From an optimization exercise on the open Yosys and OpenROAD flow, aimed at small area, a short achievable clock period and few clock cycles per item; shortcuts taken in it are not production practice. Only simulation tests tie the RTL to the original design; equivalence was not proved.

--- design.v ---
module raycast_floor_texel_mapper_unit (
   input  logic        clock,
   input  logic        reset,
   input  logic        req_valid,
   output logic        req_ready,
   input  logic        req_func,
   input  logic [9:0]  req_column,
   input  logic [9:0]  req_start_row,
   input  logic        req_side,
   input  logic [1:0]  req_dir_x_sign,
   input  logic [1:0]  req_dir_y_sign,
   input  logic [5:0]  req_map_x,
   input  logic [5:0]  req_map_y,
   input  logic [15:0] req_wall_frac,
   input  logic [23:0] req_wall_dist,
   output logic        rsp_valid,
   input  logic        rsp_ready,
   output logic [9:0]  rsp_out_column,
   output logic [9:0]  rsp_floor_row,
   output logic [10:0] rsp_sky_row,
   output logic [9:0]  rsp_tex_x,
   output logic [9:0]  rsp_tex_y,
   output logic        rsp_last,
   input  logic        csr_we,
   input  logic [2:0]  csr_index,
   input  logic [21:0] csr_wdata
);
   localparam int N_DIV1  = 27;                  
   localparam int S_WINIT = N_DIV1;              
   localparam int S_DIV2  = N_DIV1 + 1;          
   localparam int N_DIV2  = 18;                  
   localparam int S_LERP  = S_DIV2 + N_DIV2;     
   localparam int S_TEX   = S_LERP + 1;          
   localparam int NSTEP   = S_TEX + 1;
   localparam logic [NSTEP-1:0] CUTS = 48'h724924888888;
   logic [10:0] screen_rows_ff;
   logic [21:0] cam_x_ff, cam_y_ff;
   logic [10:0] tex_width_ff, tex_height_ff;
   logic [10:0] h;
   logic [1:0][23:0] sl_dist;
   logic [1:0]       sl_dzero;
   logic [1:0][22:0] sl_px, sl_py;
   logic [1:0][9:0]  sl_col, sl_y0;
   logic        live_ff, slot_ff, fresh_ff;
   logic [9:0]  row_ff;
   logic        accept, setup_go, row_go, issue;
   logic [10:0] y, y_next;
   logic        row_ok;
   logic [11:0] d_val;
   logic        blocked, adv;
   logic [NSTEP:0]        p_v;       
   logic [NSTEP:0]        p_tag;     
   logic [NSTEP:0]        p_first;   
   logic [NSTEP:0]        p_sat;     
   logic [NSTEP:0][9:0]   p_d;       
   logic [NSTEP:0][9:0]   p_r1;      
   logic [NSTEP:0][26:0]  p_q1;      
   logic [NSTEP:0][23:0]  p_r2;      
   logic [NSTEP:0][17:0]  p_q2;      
   logic [NSTEP:0][15:0]  p_fx;      
   logic [NSTEP:0][15:0]  p_fy;      
   logic [NSTEP:0][9:0]   p_tx;      
   logic [NSTEP:0][9:0]   p_ty;
   logic [NSTEP:0]        busy_new;  
   logic        rsp_valid_ff;
   logic [9:0]  rsp_column_ff, rsp_row_ff, rsp_tx_ff, rsp_ty_ff;
   logic [10:0] rsp_sky_ff;
   logic        rsp_last_ff;
   assign h = (screen_rows_ff > 11'd1024) ? 11'd1024 : screen_rows_ff;
   always_ff @(posedge clock) begin
      if (reset) begin
         screen_rows_ff <= 11'd480;
         cam_x_ff       <= '0;
         cam_y_ff       <= '0;
         tex_width_ff   <= 11'd64;
         tex_height_ff  <= 11'd64;
      end else if (csr_we) begin
         case (csr_index)
            3'd0: screen_rows_ff <= csr_wdata[10:0];
            3'd1: cam_x_ff       <= csr_wdata;
            3'd2: cam_y_ff       <= csr_wdata;
            3'd3: tex_width_ff   <= csr_wdata[10:0];
            3'd4: tex_height_ff  <= csr_wdata[10:0];
            default: ;
         endcase
      end
   end
   assign adv      = !rsp_valid_ff || rsp_ready;
   assign req_ready = adv && !(req_func == 1'b0 && blocked);
   assign accept   = req_valid && req_ready && !reset;
   assign setup_go = accept && (req_func == 1'b0);
   assign row_go   = accept && (req_func == 1'b1) && live_ff;
   assign y        = {1'b0, row_ff} + 11'd1;
   assign y_next   = {1'b0, row_ff} + 11'd2;
   assign row_ok   = y < h;
   assign issue    = row_go && row_ok;
   assign d_val    = {y, 1'b0} - {1'b0, h};
   always_ff @(posedge clock) begin
      if (reset) begin
         live_ff <= 1'b0;
      end else if (setup_go) begin
         slot_ff  <= !slot_ff;
         row_ff   <= req_start_row;
         live_ff  <= ({1'b0, req_start_row} + 11'd1) < h;
         fresh_ff <= 1'b1;
      end else if (row_go) begin
         if (!row_ok) begin
            live_ff <= 1'b0;
         end else begin
            row_ff   <= y[9:0];
            fresh_ff <= 1'b0;
            if (y_next >= {1'b0, h})
               live_ff <= 1'b0;
         end
      end
   end
   always_ff @(posedge clock) begin
      if (setup_go) begin
         sl_dist[!slot_ff]  <= req_wall_dist;
         sl_dzero[!slot_ff] <= (req_wall_dist == '0);
         sl_col[!slot_ff]   <= req_column;
         sl_y0[!slot_ff]    <= req_start_row + 10'd1;
         if (req_side == 1'b0 && req_dir_x_sign == 2'd1) begin
            sl_px[!slot_ff] <= {1'b0, req_map_x, 16'b0};
            sl_py[!slot_ff] <= {1'b0, req_map_y, req_wall_frac};
         end else if (req_side == 1'b0 && req_dir_x_sign == 2'd2) begin
            sl_px[!slot_ff] <= {{1'b0, req_map_x} + 7'd1, 16'b0};
            sl_py[!slot_ff] <= {1'b0, req_map_y, req_wall_frac};
         end else if (req_side == 1'b1 && req_dir_y_sign == 2'd1) begin
            sl_px[!slot_ff] <= {1'b0, req_map_x, req_wall_frac};
            sl_py[!slot_ff] <= {1'b0, req_map_y, 16'b0};
         end else begin
            sl_px[!slot_ff] <= {1'b0, req_map_x, req_wall_frac};
            sl_py[!slot_ff] <= {{1'b0, req_map_y} + 7'd1, 16'b0};
         end
      end
   end
   logic       i_v, i_tag, i_first, i_sat;
   logic [9:0] i_d;
   always_ff @(posedge clock) begin
      if (reset) begin
         i_v <= 1'b0;
      end else if (adv) begin
         i_v <= issue;
      end
   end
   always_ff @(posedge clock) begin
      if (adv) begin
         i_tag   <= slot_ff;
         i_first <= fresh_ff;
         i_sat   <= d_val[11] || (d_val == '0) || sl_dzero[slot_ff];
         i_d     <= d_val[9:0];
      end
   end
   assign p_v[0]      = i_v;
   assign p_tag[0]    = i_tag;
   assign p_first[0]  = i_first;
   assign p_sat[0]    = i_sat;
   assign p_d[0]      = i_d;
   assign p_r1[0]     = '0;
   assign p_q1[0]     = '0;
   assign p_r2[0]     = '0;
   assign p_q2[0]     = '0;
   assign p_fx[0]     = '0;
   assign p_fy[0]     = '0;
   assign p_tx[0]     = '0;
   assign p_ty[0]     = '0;
   assign busy_new[0] = i_v && (i_tag != slot_ff);
   for (genvar i = 0; i < NSTEP; i++) begin : g_step
      logic        n_sat;
      logic [9:0]  n_r1;
      logic [26:0] n_q1;
      logic [23:0] n_r2;
      logic [17:0] n_q2;
      logic [15:0] n_fx, n_fy;
      logic [9:0]  n_tx, n_ty;
      logic [23:0] dsel;
      assign dsel = p_tag[i] ? sl_dist[1] : sl_dist[0];
      if (i < N_DIV1) begin : g_div1
         localparam logic [9:0] MASK_IN  = (i >= 10) ? 10'h3FF : 10'((1 << i) - 1);
         localparam logic [9:0] MASK_OUT = (i >= 9)  ? 10'h3FF : 10'((1 << (i + 1)) - 1);
         logic [26:0] num;
         logic [10:0] trial;
         logic [11:0] dif;
         assign num   = {h, 16'b0};
         assign trial = {p_r1[i] & MASK_IN, num[N_DIV1-1-i]};
         assign dif   = {1'b0, trial} - {2'b0, p_d[i]};
         assign n_q1  = {p_q1[i][25:0], !dif[11]};
         assign n_r1  = (dif[11] ? trial[9:0] : dif[9:0]) & MASK_OUT;
      end else begin : g_div1_pass
         assign n_q1  = p_q1[i];
         assign n_r1  = p_r1[i];
      end
      if (i == S_WINIT) begin : g_winit
         logic [25:0] dif;
         assign dif   = {1'b0, p_q1[i][26:2]} - {2'b0, dsel};
         assign n_sat = p_sat[i] || !dif[25];
         assign n_r2  = p_q1[i][25:2];
         assign n_q2  = p_q2[i];
      end else if (i > S_WINIT && i < S_LERP) begin : g_div2
         localparam int J = i - S_DIV2;
         logic        nb;
         logic [24:0] trial;
         logic [25:0] dif;
         assign nb    = (J == 0) ? p_q1[i][1] : (J == 1) ? p_q1[i][0] : 1'b0;
         assign trial = {p_r2[i], nb};
         assign dif   = {1'b0, trial} - {2'b0, dsel};
         assign n_sat = p_sat[i];
         assign n_q2  = {p_q2[i][16:0], !dif[25]};
         assign n_r2  = dif[25] ? trial[23:0] : dif[23:0];
      end else begin : g_div2_pass
         assign n_sat = p_sat[i];
         assign n_q2  = p_q2[i];
         assign n_r2  = p_r2[i];
      end
      if (i == S_LERP) begin : g_lerp
         logic [17:0] w;
         logic [22:0] px, py;
         logic [31:0] dx, dy, lx, ly;
         assign w    = p_sat[i] ? 18'h3FFFF : p_q2[i];
         assign px   = p_tag[i] ? sl_px[1] : sl_px[0];
         assign py   = p_tag[i] ? sl_py[1] : sl_py[0];
         assign dx   = 32'(px) - 32'(cam_x_ff);
         assign dy   = 32'(py) - 32'(cam_y_ff);
         assign lx   = {cam_x_ff[15:0], 16'b0} + 32'(w) * dx;
         assign ly   = {cam_y_ff[15:0], 16'b0} + 32'(w) * dy;
         assign n_fx = lx[31:16];
         assign n_fy = ly[31:16];
      end else begin : g_lerp_pass
         assign n_fx = p_fx[i];
         assign n_fy = p_fy[i];
      end
      if (i == S_TEX) begin : g_tex
         logic [26:0] mx, my;
         assign mx   = 27'(p_fx[i]) * 27'(tex_width_ff);
         assign my   = 27'(p_fy[i]) * 27'(tex_height_ff);
         assign n_tx = mx[25:16];
         assign n_ty = my[25:16];
      end else begin : g_tex_pass
         assign n_tx = p_tx[i];
         assign n_ty = p_ty[i];
      end
      if (CUTS[i]) begin : g_reg
         logic        v, tag, first, sat;
         logic [9:0]  d, r1, tx, ty;
         logic [26:0] q1;
         logic [23:0] r2;
         logic [17:0] q2;
         logic [15:0] fx, fy;
         always_ff @(posedge clock) begin
            if (reset) begin
               v <= 1'b0;
            end else if (adv) begin
               v <= p_v[i];
            end
         end
         always_ff @(posedge clock) begin
            if (adv) begin
               tag   <= p_tag[i];
               first <= p_first[i];
               sat   <= n_sat;
               d     <= p_d[i];
               r1    <= n_r1;
               q1    <= n_q1;
               r2    <= n_r2;
               q2    <= n_q2;
               fx    <= n_fx;
               fy    <= n_fy;
               tx    <= n_tx;
               ty    <= n_ty;
            end
         end
         assign p_v[i+1]      = v;
         assign p_tag[i+1]    = tag;
         assign p_first[i+1]  = first;
         assign p_sat[i+1]    = sat;
         assign p_d[i+1]      = d;
         assign p_r1[i+1]     = r1;
         assign p_q1[i+1]     = q1;
         assign p_r2[i+1]     = r2;
         assign p_q2[i+1]     = q2;
         assign p_fx[i+1]     = fx;
         assign p_fy[i+1]     = fy;
         assign p_tx[i+1]     = tx;
         assign p_ty[i+1]     = ty;
         assign busy_new[i+1] = v && (tag != slot_ff);
      end else begin : g_wire
         assign p_v[i+1]      = p_v[i];
         assign p_tag[i+1]    = p_tag[i];
         assign p_first[i+1]  = p_first[i];
         assign p_sat[i+1]    = n_sat;
         assign p_d[i+1]      = p_d[i];
         assign p_r1[i+1]     = n_r1;
         assign p_q1[i+1]     = n_q1;
         assign p_r2[i+1]     = n_r2;
         assign p_q2[i+1]     = n_q2;
         assign p_fx[i+1]     = n_fx;
         assign p_fy[i+1]     = n_fy;
         assign p_tx[i+1]     = n_tx;
         assign p_ty[i+1]     = n_ty;
         assign busy_new[i+1] = 1'b0;
      end
   end
   assign blocked = |busy_new;
   logic [9:0]  out_y;
   logic        out_tag, out_v, out_first;
   assign out_v     = p_v[NSTEP];
   assign out_tag   = p_tag[NSTEP];
   assign out_first = p_first[NSTEP];
   assign out_y   = out_first ? (out_tag ? sl_y0[1] : sl_y0[0]) : rsp_row_ff + 10'd1;
   always_ff @(posedge clock) begin
      if (reset) begin
         rsp_valid_ff <= 1'b0;
      end else if (adv) begin
         rsp_valid_ff <= out_v;
      end
   end
   always_ff @(posedge clock) begin
      if (adv && out_v) begin
         rsp_column_ff <= out_tag ? sl_col[1] : sl_col[0];
         rsp_row_ff    <= out_y;
         rsp_sky_ff    <= h - {1'b0, out_y};
         rsp_last_ff   <= ({1'b0, out_y} + 11'd1) >= h;
         rsp_tx_ff     <= p_tx[NSTEP];
         rsp_ty_ff     <= p_ty[NSTEP];
      end
   end
   assign rsp_valid      = rsp_valid_ff;
   assign rsp_out_column = rsp_column_ff;
   assign rsp_floor_row  = rsp_row_ff;
   assign rsp_sky_row    = rsp_sky_ff;
   assign rsp_tex_x      = rsp_tx_ff;
   assign rsp_tex_y      = rsp_ty_ff;
   assign rsp_last       = rsp_last_ff;
endmodule
--- run.sh ---
#!/bin/bash
# synth_recipe.tcl (not shown) runs the flow's synth.tcl, then flattens the netlist and writes it again
# the make line also repeats each setting of config.mk as NAME=value (left out here)
make -C /OpenROAD-flow-scripts/flow DESIGN_CONFIG=/design/flow/config.mk WORK_HOME=/design/flow/orfs CLKGATE_MAP_FILE= SYNTH_SCRIPT=/design/flow/synth_recipe.tcl finish
--- config.mk ---
export PLATFORM = sky130hd
export DESIGN_NAME = raycast_floor_texel_mapper_unit
export DESIGN_NICKNAME = raycast_floor_texel_mapper_unit
export VERILOG_FILES = /design/flow/design.v
export SDC_FILE = /design/flow/constraint.sdc
export NUM_CORES = 4
export LEC_CHECK = 0
export CAP_MARGIN = 20
export CORE_MARGIN = 2
export CORE_UTILIZATION = 45
export PLACE_DENSITY = 0.6
export SLEW_MARGIN = 20
--- constraint.sdc ---
create_clock -name core_clock -period 5.0 [get_ports {clock}]
set_input_delay 1.0000 -clock core_clock [delete_from_list [all_inputs] [get_ports {clock}]]
set_output_delay 1.0000 -clock core_clock [all_outputs]
set_load 0.01 [all_outputs]
==> reports/metrics.yaml <==
outcome: "finished with violations"
so_faults: "negative setup slack"
mappedNetlistNets: 13200
drtIter0Drc: 5709
holdWs_ns: 0.416
critical_path_arrival_ns: 9.95
cp_slowest_stage_delay_ns: 0.56
busiest_layer: "met2"
dr_total_vias: 91900
numPortBuffers: 161
path_class: "flip-flop to flip-flop"
maxCapViolations: 0
fin_ws_ns: -4.43
crit_slowest_cell: "fa_1"
end_kind: "flip-flop"
synth-seq-area-share_pct: 24.4
grt_max_degree: 113
gr-total-overflow: 0
dp_hpwl_mm: 279
start_util_pct: 45.4
yosys_warnings: 1
use_met2_pct: 49.5
cts_buffers: 105
final_area_mm2: 0.141
hold_viol: 0
htreeDepth: 3
final_cell_mix: "3074 x buf_4, 1447 x inv_1, 1161 x nand2_1"
drc_errors: 0
grt_pass1_vias: 96100
dr.pass1.iters: 6
core_area_mm2: 0.228
setup_viol: 269
grt_pass1_wl_mm: 529
drive_gt1_share_pct: 31.5
final_net_count: 16300
clock_path_buffers: 3
rsz0062_at_grt: "true"
grt_use_met1_pct: 36.2
skew_ns: 0.0535
cts_tree: "built"
die_area_mm2: 0.233
cts.sinks: 872
rows: 175
startpoint_type: "flip-flop"
min_period_over_period_pct: 189
io_pins: 162
synthFlopType: "edfxtp_1"
worst_pin_slew_ns: 1.14
wire_per_inst_um: 19.8
ys_seq_elements: 872
fmax_mhz: 106
die_height_um: 483
path_buf_inv: 7
die_w_um: 483
period_minus_slack_ns: 9.43
synth_cell_types: 102
crit_family: "adder cells"
slew_viol_final: 0
clock_latency_ns: 0.78
final_core_util_pct: 62.1
vias_per_cell: 5.31
antenna_found_initial: 16
synthToLayoutAreaGrowth_pct: 36.9
relSlewSlack_pct: 23.5
syn_area_mm2: 0.103
layout_commonest_cell: "buf_4"
clk_pin_slew_ns: 0.06
gp_congestion: 0.987
antenna_left: 0
use_met3_pct: 3.88
cts_root_buf: "clkbuf_16"
drt-total-wl_mm: 343
holdCritPathClass: "flip-flop to flip-flop"
async_flop_share_pct: 0
synth_edf_count: 777
required_ns: 5.52
grt_use_total_pct: 28.7
syn_inst: 11100
avgSynthCellArea_um2: 9.34
placed_area_mm2: 0.132
critical_path.most_common_cell: "xnor2_1"
path_max_fanout: 5
-- kinds of logic (layout without fill, tap and decap cells) --
logic type / Yosys count / count (layout) / share of synthesized area, %
other: 0 / 4 / 0
buffers and inverters: 1837 / 5073 / 6.78
AND/OR/NAND/NOR: 3142 / 3143 / 13.6
AO/OA/AOI/OAI: 1962 / 1962 / 12.2
flip-flops: 872 / 872 / 24.4
adder cells (fa/ha/maj): 2020 / 2020 / 31.4
XOR/XNOR: 633 / 633 / 5.42
multiplexers: 589 / 589 / 6.20
-- repair_timing --
action	CTS	global route
buffers inserted	154	153
endpoints found under the setup margin	269	276
resized for setup	256	447
hold buffers	0	0
pin swaps	159	235
cloned	12	11
hold endpoints to repair	0	0
-- worst reg2reg max path, delay by kind of cell, from the launching register on --
family	cells	cell delay, ns
adders and majority gates	8	3.67
xor gates and xnor gates	11	1.92
AOI/OAI and AO/OA	9	1.79
buffers and inverters	7	0.59
and+or+nand+nor	3	0.49
DFF	1	0.37
muxes	1	0.35
-- synthesized netlist by cell type, drive strengths merged (25+ instances only) --
library cell,n,area [um^2]
dfxtp,95,1900
o211ai,37,292
mux2i,242,2430
a21boi,64,480
a31oi,37,238
o221ai,42,368
nor2,976,3660
a211oi,40,318
fa,952,19100
nand2b,152,951
o21bai,46,345
edfxtp,777,23300
buf,66,355
nand2,1201,4510
a21oi,563,2840
inv,1484,5570
clkbuf,282,1060
and3,47,294
ha,1068,13400
xor2,205,1800
o21a,190,1430
or2,47,294
a21o,245,1840
nor3,144,736
nand4,25,156
o21ai,449,2250
o31ai,51,383
nand3,119,596
xnor2,424,3710
and2,186,1160
or3,44,275
nor2b,122,763
mux2,347,3970
-- cell type report --
cell class                 instances  area, um^2
multi-input combinational       8347       76100
sequential                       872       25200
clock buffer                     121        2700
antenna                            4        10.0
tap                             3009        3760
fill                           19000       86400
clock inverter                    78         900
inverter                        1489        5620
timing repair buffer            3385       27000
-- final timing paths --
check	from	endpoint	slack (ns)	depth (start not counted)
hold / removal	g_step[19].g_reg.q1[18]	g_step[23].g_reg.q1[22]	0.42	0
hold reg to reg	g_step[19].g_reg.q1[18]	g_step[23].g_reg.q1[22]	0.42	0
setup / recovery	g_step[45].g_reg.tag	g_step[46].g_reg.fy[15]	-4.43	39
setup reg to reg	g_step[45].g_reg.tag	g_step[46].g_reg.fy[15]	-4.43	39
-- metal layers --
metal,wire (um),up-vias
li1,-,43600
met1,142000,45100
met2,166000,2497
met3,19000,760
met4,16400,6
met5,35,-
-- through the flow --
step                      TNS [ns]  instances  worst slack [ns]
after detailed placement   -998.26      16800             -4.78
after floorplan            -972.43      11100             -4.57
final                      -934.85      17300             -4.43
after CTS                  -921.76      17200             -4.37
after global placement     -970.87      16800             -4.61
after global routing      -1034.87      17300             -4.84
Testbench counts, summed over its fixed seeds: cycles 18,718, items 18,465.

-- what the ideal ports hide --
In the flow no input, the clock included, has a driving cell. The finished layout below was timed again as built, in two steps.
Step 1: set_driving_cell puts a clkbuf_16 on clock and a buf_2 on each other input, an assumption about the parent block.
Step 2, shift: input delay + t, output delay - t, t = (earliest + latest rising clock arrival at the registers) / 2. This alone moves slack from input paths to output paths.
a / b / c = ideal ports / drivers / drivers and shift; a / b = the first two.
shift t [ns]: 0.857
setup WS [ns]: -4.432 / -4.432 / -4.432
clock arrival spread, ns: 0.066 / 0.066
For this run, drivers alone change the setup slack by 0.000 ns; drivers and shift together by 0.000 ns.
